What follows belongs to an exercise in optimizing a design on an open flow for small area, a short achievable clock period and few clock cycles per item; a production flow would make more cautious choices. Where RTL was checked, it was by simulation tests only, not by an equivalence proof against the original. No functional check of the RTL was part of run 1. Power is estimated from default activity; no workload was simulated.

==> flow/design.v, too long to show whole: its modules and the start of the top module <==
// module fp_mul_round: 69 lines
// module fp_mul_pipe: 125 lines
// module fp_mul_tree: 869 lines
module fp_mul_pipe
#(
  parameter int EXP_W = 8,
  parameter int MAN_W = 23
) (
  input  logic                 clk,
  input  logic                 reset,
  input  logic                 in_valid,
  output logic                 in_ready,
  input  logic [EXP_W+MAN_W:0] a,
  input  logic [EXP_W+MAN_W:0] b,
  output logic                 out_valid,
  input  logic                 out_ready,
  output logic [EXP_W+MAN_W:0] result,
  output logic [fp_pkg::FLAG_W-1:0]    flags
);
  // ...
==> flow/run.sh <==
#!/bin/bash
# synth_recipe.tcl (not shown) runs the flow's synth.tcl, then flattens the netlist and writes it again
# the make line also repeats each setting of config.mk as NAME=value (left out here)
make -C /OpenROAD-flow-scripts/flow DESIGN_CONFIG=/design/flow/config.mk WORK_HOME=/design/flow/orfs CLKGATE_MAP_FILE= SYNTH_SCRIPT=/design/flow/synth_recipe.tcl finish
==> flow/config.mk <==
export PLATFORM = sky130hd
export DESIGN_NAME = fp_mul_pipe
export DESIGN_NICKNAME = fp_mul_pipe
export VERILOG_FILES = /design/flow/design.v
export SDC_FILE = /design/flow/constraint.sdc
export NUM_CORES = 4
export LEC_CHECK = 0
export CAP_MARGIN = 20
export CORE_MARGIN = 2
export CORE_UTILIZATION = 40
export SETUP_SLACK_MARGIN = 4.2
export SLEW_MARGIN = 20
==> flow/constraint.sdc <==
create_clock -name core_clock -period 7.5 [get_ports {clk}]
set_input_delay 1.5000 -clock core_clock [delete_from_list [all_inputs] [get_ports {clk}]]
set_output_delay 1.5000 -clock core_clock [all_outputs]
set_load 0.01 [all_outputs]
==> impl_results.md, run 1 <==
* Clkbuf count at 36
* Post-cts hold buffer count at 0
* Cell taking the most area after synthesis: edfxtp_1
* RSZ-0062 raised after global routing: yes
* H-tree Lvls at 1
* Crit path buf inv count at 4
* WS Path Type: register to register
* Non-Filler Instances at 3516
* Status: finished clean
* Leak pwr at 13.3 nW
* Crit path cell chain: buf_12 -> mux2_4 -> ha_4 -> o221ai_4 -> or4_4 -> nor4_4 -> nand2_2 -> nor3_4 -> o211ai_1 -> buf_4 -> ha_4 -> inv_2 -> nor3_2 -> a311o_1 -> nand2_4 -> buf_6 -> nor2_4 -> nor2_4 -> o21ai_1
* Post-synthesis sequential area ratio at 32.5%
* Drt drc at 0
* Seq cells at 281
* Top sig layer: met5
* Drt first pass iters at 6
* Internal power at 8.18 mW
* Least-Margin Pin Slew at 0.863 ns
* Psw at 6.72 mW
* Hold EP: s3_exp[3]
* Peak Freq at 0.261 GHz
* Pin count of the biggest net entering global routing at 155
* Share of flip-flops with an asynchronous set or reset at 0%
* Register-to-Register Path Depth at 19
* Clk slew on worst S/H paths at 0.07 ns
* Most common cell after layout, fill and taps aside: edfxtp_1
* Multi-input logic area at 17300 sq um
==> module fp_mul_round, before the edit <==
module fp_mul_round (
  input  logic         sign,
  input  logic [9:0]   exp,      
  input  logic [1:0]   kind,
  input  logic [47:22] prod,     
  input  logic         sticky,   
  output logic [31:0]  result,
  output logic [3:0]   flags
);
  localparam logic [31:0] QNAN = 32'h7FC00000;
  logic        msb, st, guard, lsb, rnd_up, ones, carry, ovf, unf, inexact;
  logic [23:0] sig;
  logic [22:0] frac_inc, frac_r;
  logic [9:0]  e0, e1, e2, exp_r;
  logic        ovf0, ovf1, ovf2, unf0, unf1, unf2;
  assign msb    = prod[47];
  assign st     = sticky || (msb && prod[22]);
  assign sig    = msb ? prod[47:24] : prod[46:23];
  assign guard  = msb ? prod[23] : prod[22];
  assign lsb    = sig[0];
  assign rnd_up = guard & (st | lsb);
  assign ones   = &sig;
  assign carry  = rnd_up & ones;
  assign frac_inc = sig[22:0] + 23'd1;
  assign frac_r = rnd_up ? frac_inc : sig[22:0];
  assign inexact = guard | st;
  assign e0   = exp;
  assign e1   = exp + 10'd1;
  assign e2   = exp + 10'd2;
  assign ovf0 = !e0[9] && (e0[8:0] >= 9'd255);
  assign ovf1 = !e1[9] && (e1[8:0] >= 9'd255);
  assign ovf2 = !e2[9] && (e2[8:0] >= 9'd255);
  assign unf0 = e0[9] || (e0 == '0);
  assign unf1 = e1[9] || (e1 == '0);
  assign unf2 = e2[9] || (e2 == '0);
  always_comb begin
    case ({msb, carry})
      2'b00:          begin exp_r = e0; ovf = ovf0; unf = unf0; end
      2'b01, 2'b10:   begin exp_r = e1; ovf = ovf1; unf = unf1; end
      default:        begin exp_r = e2; ovf = ovf2; unf = unf2; end
    endcase
  end
  always_comb begin
    result = '0;
    flags  = '0;
    case (kind)
      KIND_NAN: begin
        result              = QNAN;
        flags[FLAG_INVALID] = 1'b1;
      end
      KIND_INF:  result = {sign, 8'hFF, 23'd0};
      KIND_ZERO: result = {sign, 31'd0};
      default: begin
        if (ovf) begin
          result               = {sign, 8'hFF, 23'd0};
          flags[FLAG_OVERFLOW] = 1'b1;
          flags[FLAG_INEXACT]  = 1'b1;
        end else if (unf) begin
          result                = {sign, 31'd0};
          flags[FLAG_UNDERFLOW] = 1'b1;
          flags[FLAG_INEXACT]   = 1'b1;
        end else begin
          result              = {sign, exp_r[7:0], frac_r};
          flags[FLAG_INEXACT] = inexact;
        end
      end
    endcase
  end
endmodule
==> module fp_mul_pipe, before the edit <==
module fp_mul_pipe
#(
  parameter int EXP_W = 8,
  parameter int MAN_W = 23
) (
  input  logic                 clk,
  input  logic                 reset,
  input  logic                 in_valid,
  output logic                 in_ready,
  input  logic [EXP_W+MAN_W:0] a,
  input  logic [EXP_W+MAN_W:0] b,
  output logic                 out_valid,
  input  logic                 out_ready,
  output logic [EXP_W+MAN_W:0] result,
  output logic [fp_pkg::FLAG_W-1:0]    flags
);
  logic en;
  assign en       = out_ready || !out_valid;
  assign in_ready = en;
  logic [7:0]  ea, eb;
  logic [22:0] fa, fb;
  logic [1:0]  ka, kb, kab;
  assign ea = a[30:23];
  assign eb = b[30:23];
  assign fa = a[22:0];
  assign fb = b[22:0];
  function automatic logic [1:0] classify(input logic exp_ones, input logic exp_zero, input logic frac_nz);
    if (exp_ones)      classify = frac_nz ? KIND_NAN : KIND_INF;
    else if (exp_zero) classify = KIND_ZERO;
    else               classify = KIND_NORM;
  endfunction
  function automatic logic [1:0] combine_kind(input logic [1:0] x, input logic [1:0] y);
    if (x == KIND_NAN || y == KIND_NAN)                                             combine_kind = KIND_NAN;
    else if ((x == KIND_INF && y == KIND_ZERO) || (x == KIND_ZERO && y == KIND_INF)) combine_kind = KIND_NAN;
    else if (x == KIND_INF || y == KIND_INF)                                        combine_kind = KIND_INF;
    else if (x == KIND_ZERO || y == KIND_ZERO)                                      combine_kind = KIND_ZERO;
    else                                                                            combine_kind = KIND_NORM;
  endfunction
  assign ka  = classify(&ea, ~|ea, |fa);
  assign kb  = classify(&eb, ~|eb, |fb);
  assign kab = combine_kind(ka, kb);
  logic [24:0] bx;
  logic [11:0] b_one, b_two, b_neg;
  assign bx = {1'b1, fb, 1'b0};
  always_comb begin
    for (int i = 0; i < 12; i++) begin
      b_one[i] = bx[2*i+1] ^ bx[2*i];
      b_two[i] = (bx[2*i+2] & ~bx[2*i+1] & ~bx[2*i]) | (~bx[2*i+2] & bx[2*i+1] & bx[2*i]);
      b_neg[i] = bx[2*i+2];
    end
  end
  logic        s1_valid, s1_sign;
  logic [9:0]  s1_exp;
  logic [1:0]  s1_kind;
  logic [22:0] s1_fa;
  logic [11:0] s1_one, s1_two, s1_neg;
  logic        s2_valid, s2_sign;
  logic [9:0]  s2_exp;
  logic [1:0]  s2_kind;
  logic [47:0] s2_px, s2_py, s2_pz;
  logic        s3_valid, s3_sign;
  logic [9:0]  s3_exp;
  logic [1:0]  s3_kind;
  logic [47:22] s3_prod;
  logic        s3_sticky;
  logic [47:0] px, py, pz, prod;
  logic [31:0] rnd_result;
  logic [3:0]  rnd_flags;
  always_ff @(posedge clk) begin
    if (reset) begin
      s1_valid  <= 1'b0;
      s2_valid  <= 1'b0;
      s3_valid  <= 1'b0;
      out_valid <= 1'b0;
    end else if (en) begin
      s1_valid  <= in_valid;
      s2_valid  <= s1_valid;
      s3_valid  <= s2_valid;
      out_valid <= s3_valid;
    end
  end
  always_ff @(posedge clk) begin
    if (en) begin
      s1_sign <= a[31] ^ b[31];
      s1_exp  <= {2'b00, ea} + {2'b00, eb} - 10'd127;
      s1_kind <= kab;
      s1_fa   <= fa;
      s1_one  <= b_one;
      s1_two  <= b_two;
      s1_neg  <= b_neg;
      s2_sign <= s1_sign;
      s2_exp  <= s1_exp;
      s2_kind <= s1_kind;
      s2_px   <= px;
      s2_py   <= py;
      s2_pz   <= pz;
      s3_sign   <= s2_sign;
      s3_exp    <= s2_exp;
      s3_kind   <= s2_kind;
      s3_prod   <= prod[47:22];
      s3_sticky <= |prod[21:0];
      result  <= rnd_result;
      flags   <= rnd_flags;
    end
  end
  fp_mul_tree u_tree (
    .fa    (s1_fa),
    .one   (s1_one),
    .two   (s1_two),
    .neg   (s1_neg),
    .px    (px),
    .py    (py),
    .pz    (pz)
  );
  assign prod = s2_px + s2_py + s2_pz;
  fp_mul_round u_round (
    .sign   (s3_sign),
    .exp    (s3_exp),
    .kind   (s3_kind),
    .prod   (s3_prod),
    .sticky (s3_sticky),
    .result (rnd_result),
    .flags  (rnd_flags)
  );
endmodule
==> inputs of run 2 (changes only) <==
--- a/flow/design.v
+++ b/flow/design.v
@@ -7,54 +7,48 @@
   localparam int FLAG_INVALID   = 3;
   localparam int FLAG_OVERFLOW  = 2;
   localparam int FLAG_UNDERFLOW = 1;
   localparam int FLAG_INEXACT   = 0;
 endpackage
 import fp_pkg::*;
 module fp_mul_round (
   input  logic         sign,
-  input  logic [9:0]   exp,      
+  input  logic [7:0]   exp,      
+  input  logic [2:0]   ovf_k,    
+  input  logic [2:0]   unf_k,    
   input  logic [1:0]   kind,
   input  logic [47:22] prod,     
   input  logic         sticky,   
   output logic [31:0]  result,
   output logic [3:0]   flags
 );
   localparam logic [31:0] QNAN = 32'h7FC00000;
-  logic        msb, st, guard, lsb, rnd_up, ones, carry, ovf, unf, inexact;
-  logic [23:0] sig;
-  logic [22:0] frac_inc, frac_r;
-  logic [9:0]  e0, e1, e2, exp_r;
-  logic        ovf0, ovf1, ovf2, unf0, unf1, unf2;
-  assign msb    = prod[47];
-  assign st     = sticky || (msb && prod[22]);
-  assign sig    = msb ? prod[47:24] : prod[46:23];
-  assign guard  = msb ? prod[23] : prod[22];
-  assign lsb    = sig[0];
-  assign rnd_up = guard & (st | lsb);
-  assign ones   = &sig;
-  assign carry  = rnd_up & ones;
-  assign frac_inc = sig[22:0] + 23'd1;
-  assign frac_r = rnd_up ? frac_inc : sig[22:0];
+  logic        msb, st, guard, carry, ovf, unf, inexact;
+  logic [22:0] frac_r;
+  logic [7:0]  exp_r;
+  logic        rnd_h, rnd_l, carry_h, carry_l;
+  logic [22:0] inc_h, inc_l;
+  assign msb     = prod[47];
+  assign rnd_h   = prod[23] & (prod[22] | sticky | prod[24]);
+  assign rnd_l   = prod[22] & (sticky | prod[23]);
+  assign inc_h   = prod[46:24] + 23'd1;
+  assign inc_l   = prod[45:23] + 23'd1;
+  assign carry_h = rnd_h & (&prod[46:24]);
+  assign carry_l = rnd_l & (&prod[45:23]);
+  assign carry   = msb ? carry_h : carry_l;
+  assign guard   = msb ? prod[23] : prod[22];
+  assign st      = sticky | (msb & prod[22]);
+  assign frac_r  = msb ? (rnd_h ? inc_h : prod[46:24]) : (rnd_l ? inc_l : prod[45:23]);
   assign inexact = guard | st;
-  assign e0   = exp;
-  assign e1   = exp + 10'd1;
-  assign e2   = exp + 10'd2;
-  assign ovf0 = !e0[9] && (e0[8:0] >= 9'd255);
-  assign ovf1 = !e1[9] && (e1[8:0] >= 9'd255);
-  assign ovf2 = !e2[9] && (e2[8:0] >= 9'd255);
-  assign unf0 = e0[9] || (e0 == '0);
-  assign unf1 = e1[9] || (e1 == '0);
-  assign unf2 = e2[9] || (e2 == '0);
   always_comb begin
     case ({msb, carry})
-      2'b00:          begin exp_r = e0; ovf = ovf0; unf = unf0; end
-      2'b01, 2'b10:   begin exp_r = e1; ovf = ovf1; unf = unf1; end
-      default:        begin exp_r = e2; ovf = ovf2; unf = unf2; end
+      2'b00:        begin exp_r = exp;         ovf = ovf_k[0]; unf = unf_k[0]; end
+      2'b01, 2'b10: begin exp_r = exp + 8'd1;  ovf = ovf_k[1]; unf = unf_k[1]; end
+      default:      begin exp_r = exp + 8'd2;  ovf = ovf_k[2]; unf = unf_k[2]; end
     endcase
   end
   always_comb begin
     result = '0;
     flags  = '0;
     case (kind)
       KIND_NAN: begin
         result              = QNAN;
@@ -134,23 +128,28 @@
   logic        s1_valid, s1_sign;
   logic [9:0]  s1_exp;
   logic [1:0]  s1_kind;
   logic [22:0] s1_fa;
   logic [11:0] s1_one, s1_two, s1_neg;
   logic        s2_valid, s2_sign;
   logic [9:0]  s2_exp;
   logic [1:0]  s2_kind;
-  logic [47:0] s2_px, s2_py, s2_pz;
+  localparam int LOW = 10;    
+  logic [47:LOW] s2_px, s2_py, s2_pz;
+  logic        s2_lz;
   logic        s3_valid, s3_sign;
-  logic [9:0]  s3_exp;
+  logic [7:0]  s3_exp;
+  logic [2:0]  s3_ovf, s3_unf;    
   logic [1:0]  s3_kind;
   logic [47:22] s3_prod;
   logic        s3_sticky;
-  logic [47:0] px, py, pz, prod;
+  logic [47:LOW] px, py, pz, prod;
+  logic [2:0]  ovf_k, unf_k;
+  logic        low_z;
   logic [31:0] rnd_result;
   logic [3:0]  rnd_flags;
   always_ff @(posedge clk) begin
     if (reset) begin
       s1_valid  <= 1'b0;
       s2_valid  <= 1'b0;
       s3_valid  <= 1'b0;
       out_valid <= 1'b0;
@@ -171,53 +170,68 @@
       s1_two  <= b_two;
       s1_neg  <= b_neg;
       s2_sign <= s1_sign;
       s2_exp  <= s1_exp;
       s2_kind <= s1_kind;
       s2_px   <= px;
       s2_py   <= py;
       s2_pz   <= pz;
+      s2_lz   <= low_z;
       s3_sign   <= s2_sign;
-      s3_exp    <= s2_exp;
+      s3_exp    <= s2_exp[7:0];
+      s3_ovf    <= ovf_k;
+      s3_unf    <= unf_k;
       s3_kind   <= s2_kind;
       s3_prod   <= prod[47:22];
-      s3_sticky <= |prod[21:0];
+      s3_sticky <= !(s2_lz && prod[21:LOW] == '0);
       result  <= rnd_result;
       flags   <= rnd_flags;
     end
   end
   fp_mul_tree u_tree (
     .fa    (s1_fa),
     .one   (s1_one),
     .two   (s1_two),
     .neg   (s1_neg),
     .px    (px),
     .py    (py),
-    .pz    (pz)
+    .pz    (pz),
+    .low_z (low_z)
   );
+  always_comb begin
+    for (int k = 0; k < 3; k++) begin
+      logic [9:0] e;
+      e = s2_exp + 10'(k);
+      ovf_k[k] = !e[9] && (e[8:0] >= 9'd255);
+      unf_k[k] = e[9] || (e == '0);
+    end
+  end
   assign prod = s2_px + s2_py + s2_pz;
   fp_mul_round u_round (
     .sign   (s3_sign),
     .exp    (s3_exp),
+    .ovf_k  (s3_ovf),
+    .unf_k  (s3_unf),
     .kind   (s3_kind),
     .prod   (s3_prod),
     .sticky (s3_sticky),
     .result (rnd_result),
     .flags  (rnd_flags)
   );
 endmodule
 module fp_mul_tree (
   input  logic [22:0] fa,
   input  logic [11:0] one,
   input  logic [11:0] two,
   input  logic [11:0] neg,
-  output logic [47:0] px,
-  output logic [47:0] py,
-  output logic [47:0] pz
+  output logic [47:10] px,
+  output logic [47:10] py,
+  output logic [47:10] pz,
+  output logic        low_z
 );
   wire pp0_0 = ((one[0] & fa[0]) | (two[0] & 1'b0)) ^ neg[0];
   wire pp0_1 = ((one[0] & fa[1]) | (two[0] & fa[0])) ^ neg[0];
   wire pp0_2 = ((one[0] & fa[2]) | (two[0] & fa[1])) ^ neg[0];
   wire pp0_3 = ((one[0] & fa[3]) | (two[0] & fa[2])) ^ neg[0];
   wire pp0_4 = ((one[0] & fa[4]) | (two[0] & fa[3])) ^ neg[0];
   wire pp0_5 = ((one[0] & fa[5]) | (two[0] & fa[4])) ^ neg[0];
   wire pp0_6 = ((one[0] & fa[6]) | (two[0] & fa[5])) ^ neg[0];
@@ -1065,12 +1079,16 @@
   wire fs239 = fc236 ^ fs238 ^ fc237;
   wire fc239 = (fc236 & fs238) | (fc236 & fc237) | (fs238 & fc237);
   wire fs240 = 1'b1 ^ fa[22] ^ pp11_24;
   wire fc240 = (1'b1 & fa[22]) | (1'b1 & pp11_24) | (fa[22] & pp11_24);
   wire hs29 = fc238 ^ fs240;
   wire hc29 = fc238 & fs240;
   wire fs241 = 1'b1 ^ pps11 ^ fc240;
   wire fc241 = (1'b1 & pps11) | (1'b1 & fc240) | (pps11 & fc240);
-  assign px = {hc29, hs29, hc28, hs28, hc27, hs27, hc26, hc25, fc217, fc212, fc206, fc201, fc195, fs195, fc182, fs182, fc167, fs167, fc150, fs150, fc131, fs131, fs121, fc101, fs101, fs92, fs83, hc14, fs67, fs60, fs53, fs47, fc35, fc29, fc24, hc9, hc8, hc7, fs11, hc5, hc4, fs3, fs1, fs0, hc0, pp1_0, pp0_1, neg[0]};
-  assign py = {fs241, fc239, fs239, fc235, fs235, fc229, fs229, hs26, hs25, fs217, fs212, fs207, hc24, hs24, hc23, hs23, hc22, hs22, hc21, hs21, hc20, hc19, hs19, hc18, hc17, hc16, hc15, fs75, hc13, hc12, hc11, hs11, fs41, fs35, fs29, hs10, hs9, hs8, hs7, hs6, hs5, hs4, hs3, hs2, hs1, hs0, 1'b0, pp0_0};
-  assign pz = {1'b0, 1'b0, 1'b0, 1'b0, 1'b0, 1'b0, 1'b0, 1'b0, 1'b0, 1'b0, fc207, 1'b0, fs201, fc189, fs189, fc175, fs175, fc159, fs159, fc141, fs141, hs20, fc111, fs111, hs18, hs17, hs16, hs15, hs14, hs13, hs12, fc41, 1'b0, 1'b0, hc10, 1'b0, 1'b0, 1'b0, 1'b0, 1'b0, 1'b0, 1'b0, 1'b0, 1'b0, 1'b0, 1'b0, 1'b0, 1'b0};
+  wire [9:0] lowx = {fs11, hc5, hc4, fs3, fs1, fs0, hc0, pp1_0, pp0_1, neg[0]};
+  wire [9:0] lowy = {hs7, hs6, hs5, hs4, hs3, hs2, hs1, hs0, 1'b0, pp0_0};
+  wire [10:0] lows = {1'b0, lowx} + {1'b0, lowy};
+  assign low_z = ((lowx ^ lowy) == {(lowx[8:0] | lowy[8:0]), 1'b0});
+  assign px = {hc29, hs29, hc28, hs28, hc27, hs27, hc26, hc25, fc217, fc212, fc206, fc201, fc195, fs195, fc182, fs182, fc167, fs167, fc150, fs150, fc131, fs131, fs121, fc101, fs101, fs92, fs83, hc14, fs67, fs60, fs53, fs47, fc35, fc29, fc24, hc9, hc8, lows[10]};
+  assign py = {fs241, fc239, fs239, fc235, fs235, fc229, fs229, hs26, hs25, fs217, fs212, fs207, hc24, hs24, hc23, hs23, hc22, hs22, hc21, hs21, hc20, hc19, hs19, hc18, hc17, hc16, hc15, fs75, hc13, hc12, hc11, hs11, fs41, fs35, fs29, hs10, hs9, hc7};
+  assign pz = {1'b0, 1'b0, 1'b0, 1'b0, 1'b0, 1'b0, 1'b0, 1'b0, 1'b0, 1'b0, fc207, 1'b0, fs201, fc189, fs189, fc175, fs175, fc159, fs159, fc141, fs141, hs20, fc111, fs111, hs18, hs17, hs16, hs15, hs14, hs13, hs12, fc41, 1'b0, 1'b0, hc10, 1'b0, 1'b0, hs8};
 endmodule
==> flow/flow/run.sh (new file) <==
#!/bin/bash
# The standard layout with two changes after the standard synthesis:
#  - fa_polarity.py complements full adders and xor/xnor cells of the synthesized netlist where
#    that removes inverters between them (same registers, same function);
#  - the port buffers are sky130_fd_sc_hd__buf_2 cells (which the resizer may later size like any
#    buffer) instead of the resizer's default choice.
# Each tool's full output goes to a log file in this folder; ORFS keeps its own logs in orfs/logs.
set -euo pipefail
R=orfs/results/${FLOW_PLATFORM:-sky130hd}/fp_mul_pipe/base
bash standard.sh synth > synth.log 2>&1
cp $R/1_2_yosys.v synth_netlist.v
python3 flow/fa_polarity.py synth_netlist.v $R/1_2_yosys.v > polarity.log 2>&1
touch $R/1_2_yosys.v
bash standard.sh "BUFFER_PORTS_ARGS=-buffer_cell sky130_fd_sc_hd__buf_2" finish > layout.log 2>&1
==> flow/flow/fa_polarity.py (new file) <==
#!/usr/bin/env python3
"""Inverter clean-up for a mapped sky130hd netlist (Yosys write_verilog output, one module).

Synthesis maps carry-save adders to sky130_fd_sc_hd__fa cells and often leaves an inverter
between one full adder's output and the next one's input. A full adder is self-dual:
FA(~a, ~b, ~c) = (~sum, ~cout). So each full adder may instead be fed the complements of its
inputs and then drives the complements of its outputs; likewise an xor2 and an xnor2 cell
compute each other's complement. This script chooses, by local search, which full adders and
xor/xnor cells to complement so that as few inverters as possible are needed, then rewrites
the netlist: every old inverter is removed and one inverter is added for each signal that is
needed in the polarity its driver does not produce. Registers and every other cell keep their
names, types and function; only nets between combinational cells change.

usage: fa_polarity.py IN.v OUT.v
"""
import re
import sys
from collections import defaultdict

OUT_PINS = {"X", "Y", "Q", "Q_N", "SUM", "COUT", "HI", "LO"}
INV_RE = re.compile(r"sky130_fd_sc_hd__(inv|clkinv)_\d+$")
FA_RE = re.compile(r"sky130_fd_sc_hd__fa_\d+$")
XOR_RE = re.compile(r"sky130_fd_sc_hd__(x?n?or2)_(\d+)$")



def esc(n):
    """a net name as written back: an escaped identifier ends at white space."""
    return n + " " if n.startswith("\\") else n


src = open(sys.argv[1]).read()
m_end = src.rindex("endmodule")
cell_re = re.compile(r"^(\s*)(sky130_fd_sc_hd__\w+)\s+(\S+)\s*\((.*?)\);\s*$", re.S | re.M)
pin_re = re.compile(r"\.(\w+)\(([^()]*)\)")

cells = []  # dict(type, name, pins: {pin: net}, span)
for m in cell_re.finditer(src):
    pins = {p: n.strip() for p, n in pin_re.findall(m.group(4))}
    cells.append({"type": m.group(2), "name": m.group(3), "pins": pins, "span": m.span()})

# ports: input ports drive, output ports load
ports_in, ports_out = set(), set()
for kind, rng, names in re.findall(r"^\s*(input|output)\s*(\[[^\]]*\])?\s*([^;]+);", src, re.M):
    for nm in names.split(","):
        nm = nm.strip()
        if rng:
            hi, lo = map(int, rng.strip("[]").split(":"))
            bits = [f"{nm}[{i}]" for i in range(min(hi, lo), max(hi, lo) + 1)]
        else:
            bits = [nm]
        (ports_in if kind == "input" else ports_out).update(bits)

driver = {}
loads = defaultdict(list)
for ci, c in enumerate(cells):
    for p, n in c["pins"].items():
        if not n or n.startswith("1'b"):
            continue
        if p in OUT_PINS:
            driver[n] = (ci, p)
        else:
            loads[n].append((ci, p))

inv_cells = {ci for ci, c in enumerate(cells) if INV_RE.match(c["type"])}


def base(n):
    """(base net, polarity) of net n: n == base ^ polarity, looking through inverters."""
    pol = 0
    seen = 0
    while n in driver and driver[n][0] in inv_cells and seen < 100:
        n = cells[driver[n][0]]["pins"]["A"]
        pol ^= 1
        seen += 1
    return n, pol


# flippable cells: full adders and xor2/xnor2
flip_kind = {}
for ci, c in enumerate(cells):
    if FA_RE.match(c["type"]):
        flip_kind[ci] = "fa"
    elif XOR_RE.match(c["type"]) and XOR_RE.match(c["type"]).group(1) in ("xor2", "xnor2"):
        flip_kind[ci] = "xor"

fixed_out = set(ports_out)

# requirements: for every base signal, list of (consumer cell, pin, polarity wanted relative to
# the base net's original value). Consumers are non-inverter cells and output ports.
req = defaultdict(list)   # base -> [(ci or None, pin, q)]
for n, ls in loads.items():
    b, pol = base(n)
    for ci, p in ls:
        if ci in inv_cells:
            continue
        req[b].append((ci, p, pol))
for n in ports_out:
    b, pol = base(n)
    req[b].append((None, n, pol))

# drivers of base signals; an output port's net must be driven as is
drv_cell = {}
for b in req:
    if b in driver and driver[b][0] not in inv_cells:
        drv_cell[b] = driver[b][0]

flip = defaultdict(int)
for b, ci in drv_cell.items():
    if b in fixed_out or any(cc is None for cc, _, _ in req[b]):
        flip_kind.pop(ci, None)


def wanted(ci, p, q):
    """polarity the consumer wants, relative to the base net's original value."""
    if ci is not None and ci in flip_kind and flip_kind[ci] == "fa":
        return q ^ flip[ci]
    return q   # an xor2 is complemented by becoming an xnor2 (or back): inputs unchanged


def produced(b):
    ci = drv_cell.get(b)
    if ci is None or ci not in flip_kind:
        return 0
    return flip[ci]


def cost(b):
    d = produced(b)
    return 1 if any(wanted(ci, p, q) != d for ci, p, q in req[b]) else 0


# signals a flippable cell touches
touch = defaultdict(set)
for b, rs in req.items():
    for ci, p, q in rs:
        if ci is not None and ci in flip_kind:
            touch[ci].add(b)
for b, ci in drv_cell.items():
    if ci in flip_kind:
        touch[ci].add(b)

total = sum(cost(b) for b in req)
start = total
improved = True
rounds = 0
while improved and rounds < 50:
    improved = False
    rounds += 1
    for ci in list(flip_kind):
        bs = touch[ci]
        before = sum(cost(b) for b in bs)
        flip[ci] ^= 1
        after = sum(cost(b) for b in bs)
        if after < before:
            total += after - before
            improved = True
        else:
            flip[ci] ^= 1

# then a few rounds of annealing from the local optimum, keeping the best assignment found
import random
rng = random.Random(1)
best = dict(flip)
best_total = total
fl = list(flip_kind)
temp = 1.0
for it in range(400000):
    ci = fl[rng.randrange(len(fl))]
    bs = touch[ci]
    before = sum(cost(b) for b in bs)
    flip[ci] ^= 1
    after = sum(cost(b) for b in bs)
    dlt = after - before
    if dlt <= 0 or rng.random() < pow(2.718, -dlt / temp):
        total += dlt
        if total < best_total:
            best_total = total
            best = dict(flip)
    else:
        flip[ci] ^= 1
    temp = max(0.05, 1.0 - it / 300000.0)
flip.clear()
flip.update(best)
total = best_total

# rewrite
for n in ports_out:
    if n in driver and driver[n][0] in inv_cells:
        sys.exit("fa_polarity: an output port is driven by an inverter; not handled")
new_pins = {ci: dict(c["pins"]) for ci, c in enumerate(cells)}
new_type = {ci: c["type"] for ci, c in enumerate(cells)}

added = []
inv_net = {}
decls = []
k = 0
for b, rs in req.items():
    d = produced(b)
    need_inv = any(wanted(ci, p, q) != d for ci, p, q in rs)
    if need_inv:
        nn = f"_polinv_{k}_"
        k += 1
        inv_net[b] = nn
        decls.append(f"  wire {nn};")
        added.append(f"  sky130_fd_sc_hd__inv_1 _polinv_cell_{k}_ (\n    .A({esc(b)}),\n    .Y({nn})\n  );")
    for ci, p, q in rs:
        net = b if wanted(ci, p, q) == d else inv_net[b]
        if ci is None:
            continue
        new_pins[ci][p] = net

keep_inv = set()

# xor cells that were flipped: swap type, since the complement is now driven
for ci, k2 in flip_kind.items():
    if k2 == "xor" and flip[ci]:
        t = new_type[ci]
        mm = XOR_RE.match(t)
        kind, drive = mm.group(1), mm.group(2)
        other = "xnor2" if kind == "xor2" else "xor2"
        new_type[ci] = f"sky130_fd_sc_hd__{other}_{drive}"
        # xor2 drives X, xnor2 drives Y
        pins = new_pins[ci]
        old_o, new_o = ("X", "Y") if kind == "xor2" else ("Y", "X")
        new_pins[ci] = {(new_o if q == old_o else q): n for q, n in pins.items()}


out = []
pos = 0
for ci, c in enumerate(cells):
    s, e = c["span"]
    out.append(src[pos:s])
    pos = e
    if ci in inv_cells and ci not in keep_inv:
        continue
    pins = new_pins[ci]
    body = ",\n".join(f"    .{p}({esc(n)})" for p, n in pins.items())
    lead = re.match(r"\s*", src[s:e]).group(0)
    out.append(f"{lead}{new_type[ci]} {c['name']} (\n{body}\n  );")
tail = src[pos:]
ti = tail.rindex("endmodule")
text = "".join(out) + tail[:ti] + "\n".join(decls + added) + "\n" + tail[ti:]
open(sys.argv[2], "w").write(text)
sys.stderr.write(f"fa_polarity: inverters needed {start} -> {total}; old inverters {len(inv_cells)}, kept {len(keep_inv)}, added {k}\n")

==> flow/standard.sh (new file) <==
#!/bin/bash
# synth_recipe.tcl (not shown) runs the flow's synth.tcl, then flattens the netlist and writes it again
# the make line also repeats each setting of config.mk as NAME=value (left out here)
make -C /OpenROAD-flow-scripts/flow DESIGN_CONFIG=/design/flow/config.mk WORK_HOME=/design/flow/orfs CLKGATE_MAP_FILE= SYNTH_SCRIPT=/design/flow/synth_recipe.tcl "${@:-finish}"
--- a/flow/config.mk
+++ b/flow/config.mk
@@ -5,8 +5,9 @@
 export SDC_FILE = /design/flow/constraint.sdc
 export NUM_CORES = 4
 export LEC_CHECK = 0
 export CAP_MARGIN = 20
 export CORE_MARGIN = 2
 export CORE_UTILIZATION = 40
 export SETUP_SLACK_MARGIN = 4.2
 export SLEW_MARGIN = 20
+export TNS_END_PERCENT = 0
removed: flow/run.sh
==> run 2 against run 1 <==
Net effect:
- worst setup slack better by 0.35 ns
- area after synthesis down 5.0%
- clock power about the same
- highest routed layer unchanged
==> impl_results.md, run 2 <==
* Peak Freq at 0.288 GHz (was 0.261 GHz)
* Crit path cell chain: buf_4 -> buf_6 -> a22oi_1 -> xor2_1 -> fa_1 -> fa_1 -> fa_1 -> fa_1 (was buf_12 -> mux2_4 -> ha_4 -> o221ai_4 -> or4_4 -> nor4_4 -> nand2_2 -> nor3_4 -> o211ai_1 -> buf_4 -> ha_4 -> inv_2 -> nor3_2 -> a311o_1 -> nand2_4 -> buf_6 -> nor2_4 -> nor2_4 -> o21ai_1)
* Final period util at 46.3% (was 51.1%)
* Syn Nets at 2638 (was 2885)
* Slew Limit Fails at 0 (unchanged)
* Worst Path Arrival at 3.82 ns (was 4.18 ns)
* Clk buf depth at 3 (unchanged)
* Min Tclk post-route at 3.48 ns (was 3.83 ns)
* Top flop regs: s2_px x38, s2_py x38, result x32 (was s2_px x48, s2_py x47, result x32)
* Congestion Overflow GR at 0 (unchanged)
* CP endpoint kind: register (unchanged)
* Least-Margin Pin Slew at 0.898 ns (was 0.863 ns)
* WS Path Type: register to register (unchanged)
* CTS Sinks at 268 (was 281)
* Vias in the first global route at 18400 (was 20300)
* Area growth syn-to-layout at 15.2% (was 27.6%)
* Initial antenna violation count at 1 (was 2)
* Most common cell after layout, fill and taps aside: edfxtp_1 (unchanged)
* H-tree Lvls at 1 (unchanged)
* Tightest Hold Check Type: register to register (unchanged)
* Slew HR at 40.1% (was 42.5%)
* Total negative setup slack at 0 ns (unchanged)
* Worst IR Drop VDD at 0.228 mV (was 0.248 mV)
* Worst Path Required at 7.84 ns (was 7.85 ns)
* Worst Clk Skew at 0.0119 ns (was 0.0242 ns)
* Ys Warns at 2 (unchanged)
* Max incr delay on CP at 0.58 ns (was 0.52 ns)
* PwrDens at 441 nW/um^2 (was 451 nW/um^2)
* CP max stage cell: fa_1 (was or4_4)
* Drt first pass iters at 6 (unchanged)
* Drt drc at 0 (unchanged)
* Remaining antenna violation count at 0 (unchanged)
* Die area at 63400 sq um (was 66700 sq um)
* Status: finished clean (unchanged)
* Post-Syn Area at 24600 sq um (was 25900 sq um)
* Leak pwr at 11.0 nW (was 13.3 nW)
* Total wire length at 71200 microns (was 81500 microns)
* Initial Util at 40.6% (was 40.3%)
* Crit path buf inv count at 2 (was 4)
* Most frequent cells in the layout: 264 x edfxtp_1, 241 x a22oi_1, 241 x xnor2_1, 239 x fa_1, 137 x ha_1 (was 277 x edfxtp_1, 265 x inv_1, 236 x xnor2_1, 177 x fa_1, 175 x a22oi_1)
* Final nets at 2744 (was 3096)
* Dpl hpwl at 45500 microns (was 48100 microns)
* PnR worst setup slack at 4.02 ns (was 3.67 ns)
* Cell family with most CP delay: adder cells (was simple AND/OR/NAND/NOR gates)
* Die height at 252 microns (was 258 microns)
* GR Util All Layers at 22.2% (was 23.5%)
* Row cnt at 90 (was 93)
* Placer congestion estimate at 0.902 (was 0.880)
* DR vias/cell at 5.85 (was 5.72)
* TritonCTS buffer count at 31 (unchanged)
* IO buf count at 105 (unchanged)
* Hold Violations, Final at 0 (unchanged)
* Area of the core at 60600 sq um (was 64200 sq um)
* CTS tree: done (unchanged)
* Avg WL per Cell at 23.0 microns (was 23.2 microns)
* Clk latency of the worst-skew pair at 0.60 ns (was 0.61 ns)
* Die width at 252 microns (was 258 microns)
* Post-Synthesis Cells at 2177 (was 2425)
* Clk slew on worst S/H paths at 0.06 ns (was 0.07 ns)
* Initial drt markers at 1709 (was 2294)
* Vias at 18100 (was 20100)
* Pre-CTS setup slack at 3.29 ns (was 2.68 ns)
* Io pins at 106 (unchanged)
* Root buffer cell: clkbuf_16 (unchanged)
* Final Util at 46.7% (was 51.4%)
* Pin count of the biggest net entering global routing at 146 (was 155)
* RSZ-0062 raised after global routing: yes (unchanged)
* Setup crit start kind: register (unchanged)
* Final setup vio count at 0 (unchanged)
* Max-Cap Viols at 0 (unchanged)
* First-pass GRT wire length at 109000 microns (was 122000 microns)
* Crit path max fanout at 12 (was 7)
* Post-Syn Area per Cell at 11.3 sq um (was 10.7 sq um)
* CP most frequent cell: fa_1
* Fraction of layout cells with a size suffix above 1 at 16.4% (was 25.1%)
## run 2: cell type report
class | count | area (sq um)
fill | 5545 | 32300
tap | 782 | 978
clock inverter | 22 | 186
multi-input combinational | 1627 | 15700
timing repair buffer | 248 | 2160
sequential | 268 | 8010
inverter | 107 | 423
antenna | 1 | 2.50
clock buffer | 36 | 795
## run 2: power breakdown
| group | leakage (nW) | internal [mW] | switching, mW |
|---|---|---|---|
| Sequential | 2.89 | 2.72 | 0.369 |
| Combinational | 7.59 | 3.43 | 4.49 |
| Clock | 0.470 | 0.831 | 0.637 |
| Total | 11.0 | 6.98 | 5.50 |
## run 2: per-layer routing
layer  vias to the layer above  global-route usage [%]  share of wire (%)
met1                      8920                    30.9                 42
met4                         2                    8.10                3.7
li1                       7993                       -                  -
met3                       210                    5.21                 10
met2                       962                    33.8                 44
met5                         -                   0.618              0.070
## run 2: through the flow
step / total power, mW / instances / hold WS (ns) / instance area, sq um
global route: 13.6 / 3090 / 0.427 / 28300
CTS: 12.4 / 3078 / 0.421 / 28000
global placement: 10.5 / 2932 / 0.402 / 25700
detailed placement: 10.6 / 2933 / 0.406 / 25700
floorplan: 8.51 / 2177 / 0.400 / 24600
finish: 12.5 / 3091 / 0.419 / 28300
## run 2: final timing paths
| kind | depth (start not counted) | to | slack [ns] | start |
|---|---|---|---|---|
| max | 8 | s2_pz[21] | 4.02 | s1_one[6] |
| min | 0 | s2_sign | 0.42 | s1_sign |
| max reg2reg | 8 | s2_pz[21] | 4.02 | s1_one[6] |
| min reg2reg | 0 | s2_sign | 0.42 | s1_sign |
## run 2: repair_timing
| action | CTS | global route |
|---|---|---|
| setup endpoints to repair | 136 | 93 |
| cloned | 6 | 1 |
| hold buffers | 0 | 0 |
| setup buffers | 81 | 11 |
| gates resized for setup | 94 | 32 |
| pin swaps | 17 | 25 |
Testbench counts of run 2, summed over its fixed seeds: cycles 2,432, items 2,400.
==> inputs of run 3 (changes only) <==
--- a/flow/flow/run.sh
+++ b/flow/flow/run.sh
@@ -10,5 +10,5 @@
 bash standard.sh synth > synth.log 2>&1
 cp $R/1_2_yosys.v synth_netlist.v
-python3 flow/fa_polarity.py synth_netlist.v $R/1_2_yosys.v > polarity.log 2>&1
+python3 flow/fa_polarity.py synth_netlist.v $R/1_2_yosys.v "$FLOW_HOME/platforms/${FLOW_PLATFORM:-sky130hd}/lib/sky130_fd_sc_hd__tt_025C_1v80.lib" > polarity.log 2>&1
 touch $R/1_2_yosys.v
 bash standard.sh "BUFFER_PORTS_ARGS=-buffer_cell sky130_fd_sc_hd__buf_2" finish > layout.log 2>&1
--- a/flow/flow/fa_polarity.py
+++ b/flow/flow/fa_polarity.py
@@ -5,6 +5,6 @@
 between one full adder's output and the next one's input. A full adder is self-dual:
 FA(~a, ~b, ~c) = (~sum, ~cout). So each full adder may instead be fed the complements of its
-inputs and then drives the complements of its outputs; likewise an xor2 and an xnor2 cell
-compute each other's complement. This script chooses, by local search, which full adders and
+inputs and then drives the complements of its outputs; likewise a gate and its complemented
+form (xor2/xnor2, and2/nand2, a21o/a21oi, buf/inv, ...) compute each other's complement. This script chooses, by local search, which full adders and
 xor/xnor cells to complement so that as few inverters as possible are needed, then rewrites
 the netlist: every old inverter is removed and one inverter is added for each signal that is
@@ -12,5 +12,5 @@
 names, types and function; only nets between combinational cells change.
 
-usage: fa_polarity.py IN.v OUT.v
+usage: fa_polarity.py IN.v OUT.v LIBERTY
 """
 import re
@@ -22,4 +22,20 @@
 FA_RE = re.compile(r"sky130_fd_sc_hd__fa_\d+$")
 XOR_RE = re.compile(r"sky130_fd_sc_hd__(x?n?or2)_(\d+)$")
+# cells whose complement has the same inputs: (true-output cell, complemented cell), output pins
+PAIRS = [("xor2", "xnor2"), ("and2", "nand2"), ("or2", "nor2"), ("a21o", "a21oi"),
+         ("a22o", "a22oi"), ("o21a", "o21ai"), ("clkbuf", "clkinv"), ("buf", "inv")]
+OUT_OF = {"xor2": "X", "xnor2": "Y", "and2": "X", "nand2": "Y", "or2": "X", "nor2": "Y",
+          "a21o": "X", "a21oi": "Y", "a22o": "X", "a22oi": "Y", "o21a": "X", "o21ai": "Y",
+          "clkbuf": "X", "clkinv": "Y", "buf": "X", "inv": "Y"}
+COMP = {}
+for x, y in PAIRS:
+    COMP[x], COMP[y] = y, x
+INV_AREA = 3.7536
+LIB = sys.argv[3] if len(sys.argv) > 3 else None
+AREA = {}
+if LIB:
+    for mm in re.finditer(r'cell \("?(sky130_fd_sc_hd__\w+)"?\)\s*\{(.*?)area\s*:\s*([\d.]+)',
+                          open(LIB).read(), re.S):
+        AREA[mm.group(1)] = float(mm.group(3))
 
 
@@ -63,5 +79,7 @@
             loads[n].append((ci, p))
 
-inv_cells = {ci for ci, c in enumerate(cells) if INV_RE.match(c["type"])}
+# inverters are folded into the polarity bookkeeping, except one that drives an output port
+inv_cells = {ci for ci, c in enumerate(cells)
+             if INV_RE.match(c["type"]) and c["pins"].get("Y") not in ports_out}
 
 
@@ -82,6 +100,10 @@
     if FA_RE.match(c["type"]):
         flip_kind[ci] = "fa"
-    elif XOR_RE.match(c["type"]) and XOR_RE.match(c["type"]).group(1) in ("xor2", "xnor2"):
-        flip_kind[ci] = "xor"
+    else:
+        mm = re.match(r"sky130_fd_sc_hd__([a-z0-9]+)_(\d+)$", c["type"])
+        if mm and mm.group(1) in COMP and ci not in inv_cells and AREA:
+            other = f"sky130_fd_sc_hd__{COMP[mm.group(1)]}_{mm.group(2)}"
+            if other in AREA:
+                flip_kind[ci] = "xor"
 
 fixed_out = set(ports_out)
@@ -126,7 +148,17 @@
 
 
+def other_type(t):
+    mm = re.match(r"sky130_fd_sc_hd__([a-z0-9]+)_(\d+)$", t)
+    return f"sky130_fd_sc_hd__{COMP[mm.group(1)]}_{mm.group(2)}"
+
+
 def cost(b):
     d = produced(b)
-    return 1 if any(wanted(ci, p, q) != d for ci, p, q in req[b]) else 0
+    c = INV_AREA if any(wanted(ci, p, q) != d for ci, p, q in req[b]) else 0.0
+    ci = drv_cell.get(b)
+    if ci is not None and flip_kind.get(ci) == "xor" and flip[ci]:
+        t = cells[ci]["type"]
+        c += AREA.get(other_type(t), 0) - AREA.get(t, 0)
+    return c
 
 
@@ -165,5 +197,5 @@
 best_total = total
 fl = list(flip_kind)
-temp = 1.0
+temp = INV_AREA
 for it in range(400000):
     ci = fl[rng.randrange(len(fl))]
@@ -180,5 +212,5 @@
     else:
         flip[ci] ^= 1
-    temp = max(0.05, 1.0 - it / 300000.0)
+    temp = INV_AREA * max(0.05, 1.0 - it / 300000.0)
 flip.clear()
 flip.update(best)
@@ -186,7 +218,4 @@
 
 # rewrite
-for n in ports_out:
-    if n in driver and driver[n][0] in inv_cells:
-        sys.exit("fa_polarity: an output port is driven by an inverter; not handled")
 new_pins = {ci: dict(c["pins"]) for ci, c in enumerate(cells)}
 new_type = {ci: c["type"] for ci, c in enumerate(cells)}
@@ -213,16 +242,13 @@
 keep_inv = set()
 
-# xor cells that were flipped: swap type, since the complement is now driven
+# gates that were complemented: swap type (and output pin name)
 for ci, k2 in flip_kind.items():
     if k2 == "xor" and flip[ci]:
         t = new_type[ci]
-        mm = XOR_RE.match(t)
-        kind, drive = mm.group(1), mm.group(2)
-        other = "xnor2" if kind == "xor2" else "xor2"
-        new_type[ci] = f"sky130_fd_sc_hd__{other}_{drive}"
-        # xor2 drives X, xnor2 drives Y
-        pins = new_pins[ci]
-        old_o, new_o = ("X", "Y") if kind == "xor2" else ("Y", "X")
-        new_pins[ci] = {(new_o if q == old_o else q): n for q, n in pins.items()}
+        mm = re.match(r"sky130_fd_sc_hd__([a-z0-9]+)_(\d+)$", t)
+        kind = mm.group(1)
+        new_type[ci] = other_type(t)
+        old_o, new_o = OUT_OF[kind], OUT_OF[COMP[kind]]
+        new_pins[ci] = {(new_o if q == old_o else q): n for q, n in new_pins[ci].items()}
 
 
@@ -243,4 +269,4 @@
 text = "".join(out) + tail[:ti] + "\n".join(decls + added) + "\n" + tail[ti:]
 open(sys.argv[2], "w").write(text)
-sys.stderr.write(f"fa_polarity: inverters needed {start} -> {total}; old inverters {len(inv_cells)}, kept {len(keep_inv)}, added {k}\n")
-
+sys.stderr.write(f"fa_polarity: cost {start:.1f} -> {total:.1f} um2; old inverters {len(inv_cells)}, added {k}; complemented {sum(1 for ci in flip_kind if flip[ci])} cells\n")
+
--- a/flow/config.mk
+++ b/flow/config.mk
@@ -9,5 +9,5 @@
 export CORE_MARGIN = 2
 export CORE_UTILIZATION = 40
-export SETUP_SLACK_MARGIN = 4.2
+export SETUP_SLACK_MARGIN = 3.9
 export SLEW_MARGIN = 20
 export TNS_END_PERCENT = 0
==> run 3 against run 2 <==
Net effect:
- still clean on timing, DRC and antenna
- flip-flop and latch count unchanged
- register-to-register slack worse by 0.23 ns
- clock skew up 0.019 ns
- fmax shrank 6.1%
- count of clock-buffer cells in the layout grew 2
- final cell count shrank 1.6%
==> impl_results.md, run 3 <==
* WS Path Type: register to register (unchanged)
* Fill count at 5534 (was 5545)
* Min Tclk post-route at 3.70 ns (was 3.48 ns)
* Post-Syn Area at 24500 sq um (was 24600 sq um)
* Leak pwr at 10.5 nW (was 11.0 nW)
* Final nets at 2701 (was 2744)
* Register-to-Register Path Depth at 7 (was 8)
* Congestion Overflow GR at 0 (unchanged)
* Crit path max fanout at 15 (was 12)
* Worst IR Drop VDD at 0.203 mV (was 0.228 mV)
* Crit path buf inv count at 2 (unchanged)
* Die width at 252 microns (about the same)
* Cell family with most CP delay: adder cells (unchanged)
* Crit path cell chain: clkinv_1 -> clkinvlp_4 -> xnor2_1 -> fa_1 -> fa_1 -> fa_1 -> fa_1 (was buf_4 -> buf_6 -> a22oi_1 -> xor2_1 -> fa_1 -> fa_1 -> fa_1 -> fa_1)
* Row cnt at 90 (unchanged)
* Initial drt markers at 1927 (was 1709)
* Most frequent cells in the layout: 268 x a22oi_1, 264 x edfxtp_1, 253 x fa_1, 243 x xnor2_1, 139 x ha_1 (was 264 x edfxtp_1, 241 x a22oi_1, 241 x xnor2_1, 239 x fa_1, 137 x ha_1)
* Avg WL per Cell at 22.9 microns (was 23.0 microns)
* Hold_ws at 0.413 ns (was 0.419 ns)
* Die area at 63300 sq um (was 63400 sq um)
* Max-Cap Viols at 0 (unchanged)
* Clk buf depth at 3 (unchanged)
* Final period util at 49.4% (was 46.3%)
* Peak Freq at 0.270 GHz (was 0.288 GHz)
* Fraction of layout cells with a size suffix above 1 at 12.7% (was 16.4%)
* R2R Path End: s2_pz[14] (was s2_pz[21])
* Max incr delay on CP at 0.56 ns (was 0.58 ns)
* Status: finished clean (unchanged)
* GR Util All Layers at 21.9% (was 22.2%)
* Post-Synthesis Cells at 2167 (was 2177)
* Total wire length at 69600 microns (was 71200 microns)
* Total negative setup slack at 0 ns (unchanged)
* H-tree Lvls at 2 (was 1)
* CTS Sinks at 268 (unchanged)
* Ant. Diodes at 0 (was 1)
* Multi-input logic area at 15500 sq um (was 15700 sq um)
* Clk latency of the worst-skew pair at 0.57 ns (was 0.60 ns)
* Dpl hpwl at 46700 microns (was 45500 microns)
* Initial antenna violation count at 1 (unchanged)
* Placer congestion estimate at 0.906 (was 0.902)
* TritonCTS buffer count at 34 (was 31)
* Most common cell after layout, fill and taps aside: a22oi_1 (was edfxtp_1)
* Initial Util at 40.5% (was 40.6%)
* Remaining antenna violation count at 0 (unchanged)
* CP max stage cell: fa_1 (unchanged)
* Top flop regs: s2_px x38, s2_py x38, result x32 (unchanged)
* CP endpoint kind: register (unchanged)
* Drt first pass iters at 6 (unchanged)
* Vias in the first global route at 18200 (was 18400)
* Vias at 17900 (was 18100)
* First-pass GRT wire length at 107000 microns (was 109000 microns)
* Root buffer cell: clkbuf_16 (unchanged)
* Worst Path Arrival at 3.98 ns (was 3.82 ns)
* Area growth syn-to-layout at 11.4% (was 15.2%)
* PwrDens at 446 nW/um^2 (was 441 nW/um^2)
* Reg2reg start: s1_neg[10] (was s1_one[6])
* Syn Nets at 2628 (was 2638)
* Hold Path Depth at 0 (unchanged)
* CP most frequent cell: fa_1 (unchanged)
* Final setup vio count at 0 (unchanged)
* Drt drc at 0 (unchanged)
* Least-Margin Pin Slew at 0.962 ns (was 0.898 ns)
* Worst Clk Skew at 0.0306 ns (was 0.0119 ns)
* Area taken by flip-flops and latches at 8010 sq um (unchanged)
* RSZ-0062 raised after global routing: yes (unchanged)
* DR vias/cell at 5.88 (was 5.85)
* Tightest Hold Check Type: register to register (unchanged)
* Clk slew on worst S/H paths at 0.06 ns (about the same)
* Slew HR at 35.9% (was 40.1%)
* Slew Limit Fails at 0 (unchanged)
* Hold EP: s2_exp[6] (was s2_sign)
* Min-delay src: s1_exp[6] (was s1_sign)
* Worst R2R Setup Slack at 3.80 ns (was 4.02 ns)
* Die height at 252 microns (about the same)
* Pin count of the biggest net entering global routing at 77 (was 146)
* Hold Violations, Final at 0 (unchanged)
* Post-Syn Area per Cell at 11.3 sq um (about the same)
* Area of the core at 60500 sq um (was 60600 sq um)
* Io pins at 106 (unchanged)
* Setup crit start kind: register (unchanged)
* IO buf count at 105 (unchanged)
* CTS tree: done (unchanged)
* Worst Path Required at 7.78 ns (was 7.84 ns)
* Ys Warns at 2 (unchanged)
==> run 3: worst register-to-register path: stages (launching register included) <==
cell and delay, ns:
edfxtp_1 0.37, clkinv_1 0.13, clkinvlp_4 0.53, xnor2_1 0.41
fa_1 0.47, fa_1 0.55, fa_1 0.56, fa_1 0.41
==> run 3: through the flow <==
step                      setup slack (ns)  cells  util, %  cell area [sq um]  total power, mW
after floorplan                       3.65   2167        -              24500             8.50
after global placement                3.21   2932     42.5              25700             10.4
after detailed placement              3.13   2933     42.6              25700             10.6
after CTS                             3.78   3027     44.8              27100             12.1
after global routing                  3.74   3043     45.2              27300             13.3
final                                 3.80   3043     45.2              27300             12.2
==> run 3: cell type report <==
cell class                 instances  area share [%]
timing repair buffer             201            5.01
inverter                         108            1.61
multi-input combinational       1627            56.8
clock inverter                    19           0.527
sequential                       268            29.3
tap                              782            3.58
clock buffer                      38            3.17
==> run 3: metal layers <==
metal | share of wire (%) | track usage (%)
met5 | 0 | 0
met4 | 3.5 | 7.79
met3 | 9.9 | 4.94
met2 | 44 | 33.6
met1 | 42 | 30.4
==> run 3: repair_timing <==
item | in CTS | in global routing
cloned | 2 | 0
pin swaps | 0 | 1
resized for setup | 7 | 12
setup endpoints to repair | 181 | 68
buffers inserted | 35 | 16
hold buffers | 0 | 0
==> run 3: report_power, final <==
| group | switching (mW) | internal, mW | total [mW] |
|---|---|---|---|
| sequential | 0.382 | 2.72 | 3.10 |
| combinational | 4.33 | 3.25 | 7.58 |
| clock | 0.650 | 0.841 | 1.49 |
==> run 3: how the worst max path moves through the flow <==
stage / endpoint / slack, ns / start / depth (start not counted)
after floorplan: in_ready / 3.65 / out_ready / 2
after global placement: result[20] / 3.21 / out_ready / 4
after detailed placement: result[16] / 3.13 / out_ready / 4
after CTS: s2_pz[19] / 3.78 / s1_one[2] / 7
after global routing: s2_pz[14] / 3.74 / s1_neg[10] / 7
final: s2_pz[14] / 3.80 / s1_neg[10] / 7
==> inputs of run 4 (changes only) <==
--- a/flow/config.mk
+++ b/flow/config.mk
@@ -9,5 +9,5 @@
 export CORE_MARGIN = 2
 export CORE_UTILIZATION = 40
-export SETUP_SLACK_MARGIN = 3.9
+export SETUP_SLACK_MARGIN = 4.6
 export SLEW_MARGIN = 20
 export TNS_END_PERCENT = 0
==> run 4 against run 3 <==
Net effect:
- still clean on timing, DRC and antenna
- die area stayed put
- sequential share of layout area is 1.2 points lower
- final cell count increased by 1.8%
- via count up 1.4%
- design area rose by 4.2%
- synthesized cell count is the same
- clock skew decreased by 0.0027 ns
- critical path type unchanged
==> impl_results.md, run 4 <==
* Status: finished clean (unchanged)
* Ant. Diodes at 0 (unchanged)
* Pin count of the biggest net entering global routing at 77 (unchanged)
* TritonCTS buffer count at 34 (unchanged)
* Area growth syn-to-layout at 16.1% (was 11.4%)
* Crit path max fanout at 4 (was 15)
* WS Path Type: register to register (unchanged)
* Die height at 252 microns (unchanged)
* H-tree Lvls at 2 (unchanged)
* Most common cell after layout, fill and taps aside: edfxtp_1 (was a22oi_1)
* Clk buf depth at 3 (unchanged)
* Hold_ws at 0.415 ns (was 0.413 ns)
* Leak pwr at 10.9 nW (was 10.5 nW)
* Min Tclk post-route at 3.45 ns (was 3.70 ns)
* Total negative setup slack at 0 ns (unchanged)
* CP endpoint kind: register (unchanged)
* CP max stage cell: fa_2 (was fa_1)
* Final setup vio count at 0 (unchanged)
* Reg2reg start: s1_fa[14] (was s1_neg[10])
* Syn Nets at 2628 (unchanged)
* Area of the core at 60500 sq um (unchanged)
* Clk latency of the worst-skew pair at 0.56 ns (was 0.57 ns)
* CP most frequent cell: fa_2 (was fa_1)
* Max-Cap Viols at 0 (unchanged)
* PnR worst setup slack at 4.05 ns (was 3.80 ns)
* Post-Synthesis Cells at 2167 (unchanged)
* Most frequent cells in the layout: 264 x edfxtp_1, 238 x xnor2_1, 235 x a22oi_1, 210 x fa_1, 131 x ha_1 (was 268 x a22oi_1, 264 x edfxtp_1, 253 x fa_1, 243 x xnor2_1, 139 x ha_1)
* Worst Clk Skew at 0.0279 ns (was 0.0306 ns)
* Row cnt at 90 (unchanged)
* IO buf count at 105 (unchanged)
* Final Util at 47.1% (was 45.2%)
* Total wire length at 71400 microns (was 69600 microns)
* Congestion Overflow GR at 0 (unchanged)
* Post-DP Area at 25700 sq um (unchanged)
* Least-Margin Pin Slew at 0.958 ns (was 0.962 ns)
* Min-delay src: s1_exp[6] (unchanged)
* Pre-CTS setup slack at 3.13 ns (unchanged)
* Final nets at 2756 (was 2701)
* Post-Syn Area per Cell at 11.3 sq um (unchanged)
* CTS tree: done (unchanged)
* # placed instances at 2933 (unchanged)
* Worst Setup SP: s1_fa[14] (was s1_neg[10])
* Finished Cell Area at 28500 sq um (was 27300 sq um)
* GR Util All Layers at 22.4% (was 21.9%)
* CTS Sinks at 268 (unchanged)
* Die area at 63300 sq um (unchanged)
* DR vias/cell at 5.86 (was 5.88)
* Worst Path Arrival at 3.75 ns (was 3.98 ns)
* Dpl hpwl at 46700 microns (unchanged)
* Io pins at 106 (unchanged)
* Top flop regs: s2_px x38, s2_py x38, result x32 (unchanged)
* Vias in the first global route at 18600 (was 18200)
* Initial antenna violation count at 1 (unchanged)
* First-pass GRT wire length at 110000 microns (was 107000 microns)
* Worst IR Drop VDD at 0.201 mV (was 0.203 mV)
* Remaining antenna violation count at 0 (unchanged)
* Worst Path Required at 7.79 ns (was 7.78 ns)
* Vias at 18100 (was 17900)
* Clk slew on worst S/H paths at 0.06 ns (about the same)
* Initial Util at 40.5% (unchanged)
* Slew Limit Fails at 0 (unchanged)
* Drt drc at 0 (unchanged)
* Die width at 252 microns (unchanged)
* Cell family with most CP delay: adder cells (unchanged)
* Peak Freq at 0.289 GHz (was 0.270 GHz)
* Setup crit start kind: register (unchanged)
* Tightest Hold Check Type: register to register (unchanged)
* Crit path buf inv count at 3 (was 2)
* Final period util at 46.1% (was 49.4%)
* Post-Syn Area at 24500 sq um (unchanged)
* Max incr delay on CP at 0.50 ns (was 0.56 ns)
* Placer congestion estimate at 0.906 (unchanged)
* PwrDens at 440 nW/um^2 (was 446 nW/um^2)
* Power Total at 12.5 mW (was 12.2 mW)
* Drt first pass iters at 6 (unchanged)
* Slew HR at 36.1% (was 35.9%)
* Initial drt markers at 1774 (was 1927)
* Hold Violations, Final at 0 (unchanged)
* Ys Warns at 2 (unchanged)
* Avg WL per Cell at 23.1 microns (was 22.9 microns)
* RSZ-0062 raised after global routing: yes (unchanged)
* Crit path cell chain: clkinv_2 -> clkinvlp_4 -> buf_4 -> a22oi_2 -> xnor2_2 -> fa_2 -> fa_2 -> fa_2 -> fa_1 -> ha_1 (was clkinv_1 -> clkinvlp_4 -> xnor2_1 -> fa_1 -> fa_1 -> fa_1 -> fa_1)
* Non-Filler Instances at 3098 (was 3043)
* Root buffer cell: clkbuf_16 (unchanged)
* Fraction of layout cells with a size suffix above 1 at 19.6% (was 12.7%)
## run 4: changes by cell type in the layout (fill, tap and decap cells not counted), sizes merged
cell / change
inv: -1
clkinvlp: +2
clkbuf: +2
bufbuf: +2
clkinv: -1
buf: +51
## run 4: final timing paths
check / end / slack, ns / cells after the start
worst max-delay path: s2_pz[12] / 4.05 / 10
worst min-delay path: s2_exp[6] / 0.42 / 0
worst max register to register: s2_pz[12] / 4.05 / 10
worst min register to register: s2_exp[6] / 0.42 / 0
## run 4: timing repair
item / 4_1_cts / 5_1_grt
endpoints found under the setup margin: 362 / 232
hold buffers: 0 / 0
hold endpoints to repair: 0 / 0
pin swaps: 32 / 45
gates resized for setup: 105 / 86
setup buffers: 93 / 10
cloned: 4 / 1
## run 4: cell type report
cell class	instances	area, sq um
fillers	5420	32000
multi-input cells	1627	16000
flip-flops and latches	268	8010
repair buffers	256	2030
well taps	782	978
clock buffers	38	866
inverters	108	452
clock inverters	19	144
## run 4: power by group
group          switching, mW  leakage, nW  internal [mW]  total (mW)
Combinational           4.49         7.48           3.46        7.95
Clock                  0.651        0.493          0.841        1.49
Sequential             0.373         2.89           2.72        3.09
Total                   5.52         10.9           7.02        12.5
## run 4: worst reg2reg max path: stages (launching register included)
cell and delay (ns):
edfxtp_1 0.45, clkinv_2 0.11, clkinvlp_4 0.17, buf_4 0.19, a22oi_2 0.18, xnor2_2 0.16
fa_2 0.50, fa_2 0.38, fa_2 0.37, fa_1 0.39, ha_1 0.29
## run 4: metal layers
metal	wire (microns)	GRT usage, %	vias to the layer above
met5	0	0	-
met4	2850	8.16	0
met3	7250	5.43	198
met2	31600	34.7	1005
met1	29800	30.5	8927
li1	-	-	8011
==> inputs of run 5 (changes only) <==
--- a/flow/config.mk
+++ b/flow/config.mk
@@ -9,5 +9,5 @@
 export CORE_MARGIN = 2
 export CORE_UTILIZATION = 40
-export SETUP_SLACK_MARGIN = 4.6
+export SETUP_SLACK_MARGIN = 4.2
 export SLEW_MARGIN = 20
 export TNS_END_PERCENT = 0
==> run 5 against run 4 <==
Net effect:
- still clean on timing, DRC and antenna
- sequential share of layout area unchanged
- first-iteration DRC count did not move
- non-clock buffer count is the same
- worst hold slack stayed put
- largest cell class unchanged
==> impl_results.md, run 5 <==
* Hold Path Depth at 0 (unchanged)
* Area taken by flip-flops and latches at 8010 sq um (unchanged)
* Die height at 252 microns (unchanged)
* IO buf count at 105 (unchanged)
* Top flop regs: s2_px x38, s2_py x38, result x32 (unchanged)
* GR Util All Layers at 22.4% (unchanged)
* R2R Path End: s2_pz[12] (unchanged)
* Least-Margin Pin Slew at 0.958 ns (unchanged)
* Max-Cap Viols at 0 (unchanged)
* Non-Filler Instances at 3098 (unchanged)
* Initial Util at 40.5% (unchanged)
* Drt drc at 0 (unchanged)
* Crit path max fanout at 4 (unchanged)
* Post-Synthesis Cells at 2167 (unchanged)
* Remaining antenna violation count at 0 (unchanged)
* Initial drt markers at 1774 (unchanged)
* Syn Nets at 2628 (unchanged)
* H-tree Lvls at 2 (unchanged)
* Reg2reg start: s1_fa[14] (unchanged)
* Drt first pass iters at 6 (unchanged)
* Avg WL per Cell at 23.1 microns (unchanged)
* Clk latency of the worst-skew pair at 0.56 ns (about the same)
* Hold EP: s2_exp[6] (unchanged)
* CTS tree: done (unchanged)
* Worst Path Arrival at 3.75 ns (about the same)
* Placer congestion estimate at 0.906 (unchanged)
* Root buffer cell: clkbuf_16 (unchanged)
* Comb power frac at 63.4% (about the same)
* Post-Syn Area per Cell at 11.3 sq um (unchanged)
* Final setup vio count at 0 (unchanged)
* Tightest Hold Check Type: register to register (unchanged)
* Post-Syn Area at 24500 sq um (unchanged)
* Fill count at 5420 (unchanged)
* Area growth syn-to-layout at 16.1% (unchanged)
* Final period util at 46.1% (unchanged)
* Total wire length at 71400 microns (unchanged)
* Ys Warns at 2 (unchanged)
* Pin count of the biggest net entering global routing at 77 (unchanged)
* Leak pwr at 10.9 nW (unchanged)
* Status: finished clean (unchanged)
* Worst Path Required at 7.79 ns (about the same)
* DR vias/cell at 5.86 (unchanged)
* Hold Violations, Final at 0 (unchanged)
* Worst Clk Skew at 0.0279 ns (unchanged)
* Min Tclk post-route at 3.45 ns (unchanged)
* Worst R2R Setup Slack at 4.05 ns (about the same)
* Register-to-Register Path Depth at 10 (unchanged)
* CTS Sinks at 268 (unchanged)
* Die width at 252 microns (unchanged)
* Ant. Diodes at 0 (unchanged)
* Multi-input logic area at 16000 sq um (unchanged)
* Clk slew on worst S/H paths at 0.06 ns (about the same)
* Slew HR at 36.1% (unchanged)
* PwrDens at 440 nW/um^2 (unchanged)
* Most frequent cells in the layout: 264 x edfxtp_1, 238 x xnor2_1, 235 x a22oi_1, 210 x fa_1, 131 x ha_1 (unchanged)
* Most common cell after layout, fill and taps aside: edfxtp_1 (unchanged)
* Io pins at 106 (unchanged)
* WS Path Type: register to register (unchanged)
* Post-cts hold buffer count at 0 (unchanged)
* Congestion Overflow GR at 0 (unchanged)
* Initial antenna violation count at 1 (unchanged)
* # placed instances at 2933 (unchanged)
* Slew Limit Fails at 0 (unchanged)
* Row cnt at 90 (unchanged)
* Internal power at 7.02 mW (unchanged)
* Dpl hpwl at 46700 microns (unchanged)
* Clock share of power at 11.9% (about the same)
* Min-delay src: s1_exp[6] (unchanged)
* Clk buf depth at 3 (unchanged)
* TritonCTS buffer count at 34 (unchanged)
* Vias in the first global route at 18600 (unchanged)
* Final nets at 2756 (unchanged)
* CP endpoint kind: register (unchanged)
* Vias at 18100 (unchanged)
* Sw frac at 44.0% (unchanged)
* Reg power frac at 24.7% (about the same)
* First-pass GRT wire length at 110000 microns (unchanged)
* Total negative setup slack at 0 ns (unchanged)
* RSZ-0062 raised after global routing: yes (unchanged)
* Psw at 5.52 mW (unchanged)
* Fraction of layout cells with a size suffix above 1 at 19.6% (unchanged)
* Worst IR Drop VDD at 0.201 mV (unchanged)
* Peak Freq at 0.289 GHz (unchanged)
* Die area at 63300 sq um (unchanged)
* Setup crit start kind: register (unchanged)
* Area of the core at 60500 sq um (unchanged)
==> run 5: worst max-delay path, cell delays in order, from the launching register on <==
cell and delay (ns):
edfxtp_1 0.45, clkinv_2 0.11, clkinvlp_4 0.17, buf_4 0.19
a22oi_2 0.18, xnor2_2 0.16, fa_2 0.50, fa_2 0.38
fa_2 0.37, fa_1 0.39, ha_1 0.29
==> run 5: routing by layer <==
metal / GRT usage, % / vias to the layer above / part of all wire (%)
met4: 8.16 / 0 / 4.0
met2: 34.7 / 1005 / 44
met3: 5.43 / 198 / 10
met1: 30.5 / 8927 / 42
met5: 0 / - / 0
li1: - / 8011 / -
==> run 5: power groups by stage <==
stage                     combinational (mW)  clock [mW]  sequential [mW]
final                                   7.95        1.49             3.09
after global routing                    8.91        1.59             3.16
after global placement                  7.22           0             3.16
after CTS                               7.78        1.53             3.09
after floorplan                         5.48           0             3.03
after detailed placement                7.39           0             3.17
==> run 5: how the worst max path moves through the flow <==
| stage | start | to | slack, ns | cells past startpoint |
|---|---|---|---|---|
| 2_1_floorplan | out_ready | in_ready | 3.65 | 2 |
| 3_3_place_gp | out_ready | result[20] | 3.21 | 4 |
| 3_5_place_dp | out_ready | result[16] | 3.13 | 4 |
| 4_1_cts | s1_fa[10] | s2_pz[17] | 4.11 | 8 |
| 5_1_grt | s1_fa[16] | s2_pz[16] | 4.02 | 9 |
| 6_report | s1_fa[14] | s2_pz[12] | 4.05 | 10 |
==> run 5: timing repair <==
action | in CTS | in global routing
gates resized for setup | 105 | 86
setup buffers | 93 | 10
pin swaps | 32 | 45
endpoints found under the setup margin | 203 | 99
gates cloned | 4 | 1
==> run 5: cell type report <==
class | count | area share, %
clock buffer | 38 | 3.04
timing repair buffer | 256 | 7.13
tap | 782 | 3.44
inverter | 108 | 1.59
clock inverter | 19 | 0.505
multi-input combinational | 1627 | 56.2
sequential | 268 | 28.1
==> run 5: per-stage QoR <==
| step | area [sq um] | hold slack [ns] | setup WS (ns) | utilization, % | total power [mW] |
|---|---|---|---|---|---|
| after CTS | 28000 | 0.414 | 4.11 | 46.3 | 12.4 |
| after global placement | 25700 | 0.401 | 3.21 | 42.5 | 10.4 |
| after detailed placement | 25700 | 0.405 | 3.13 | 42.6 | 10.6 |
| after floorplan | 24500 | 0.400 | 3.65 | - | 8.50 |
| final | 28500 | 0.415 | 4.05 | 47.1 | 12.5 |
| after global routing | 28500 | 0.424 | 4.02 | 47.1 | 13.7 |

==> what the ideal ports hide <==
The flow's constraints put no driver on any port. The routed layouts listed below were extracted and timed again, unchanged, in two steps. Step 1 (the two cells are an assumption about what drives the block):
set clk [get_ports {clk}]
set_driving_cell -lib_cell sky130_fd_sc_hd__clkbuf_16 $clk
set_driving_cell -lib_cell sky130_fd_sc_hd__buf_2 [delete_from_list [all_inputs] $clk]
Step 2 times the ports against the registers' clock, not the clock port: input delays grow and output delays shrink by t, the midpoint of the rising clock arrivals with the driver on. Three values: no drivers, after step 1, after step 2; two values: the first two.
run	t, ns	setup WS [ns]	worst setup path after step 2
run 1	0.647	3.669 / 3.669 / 3.659	input to register
run 2	0.655	4.024 / 4.024 / 3.751	input to register
run 3	0.605	3.797 / 3.797 / 3.768	input to register
run 4	0.607	4.046 / 4.046 / 3.801	input to register
run 5	0.607	4.046 / 4.046 / 3.801	input to register
After both steps every run listed still meets setup and hold. For run 2, which loses most, drivers alone change the setup slack by 0.000 ns; drivers and shift together by -0.273 ns.
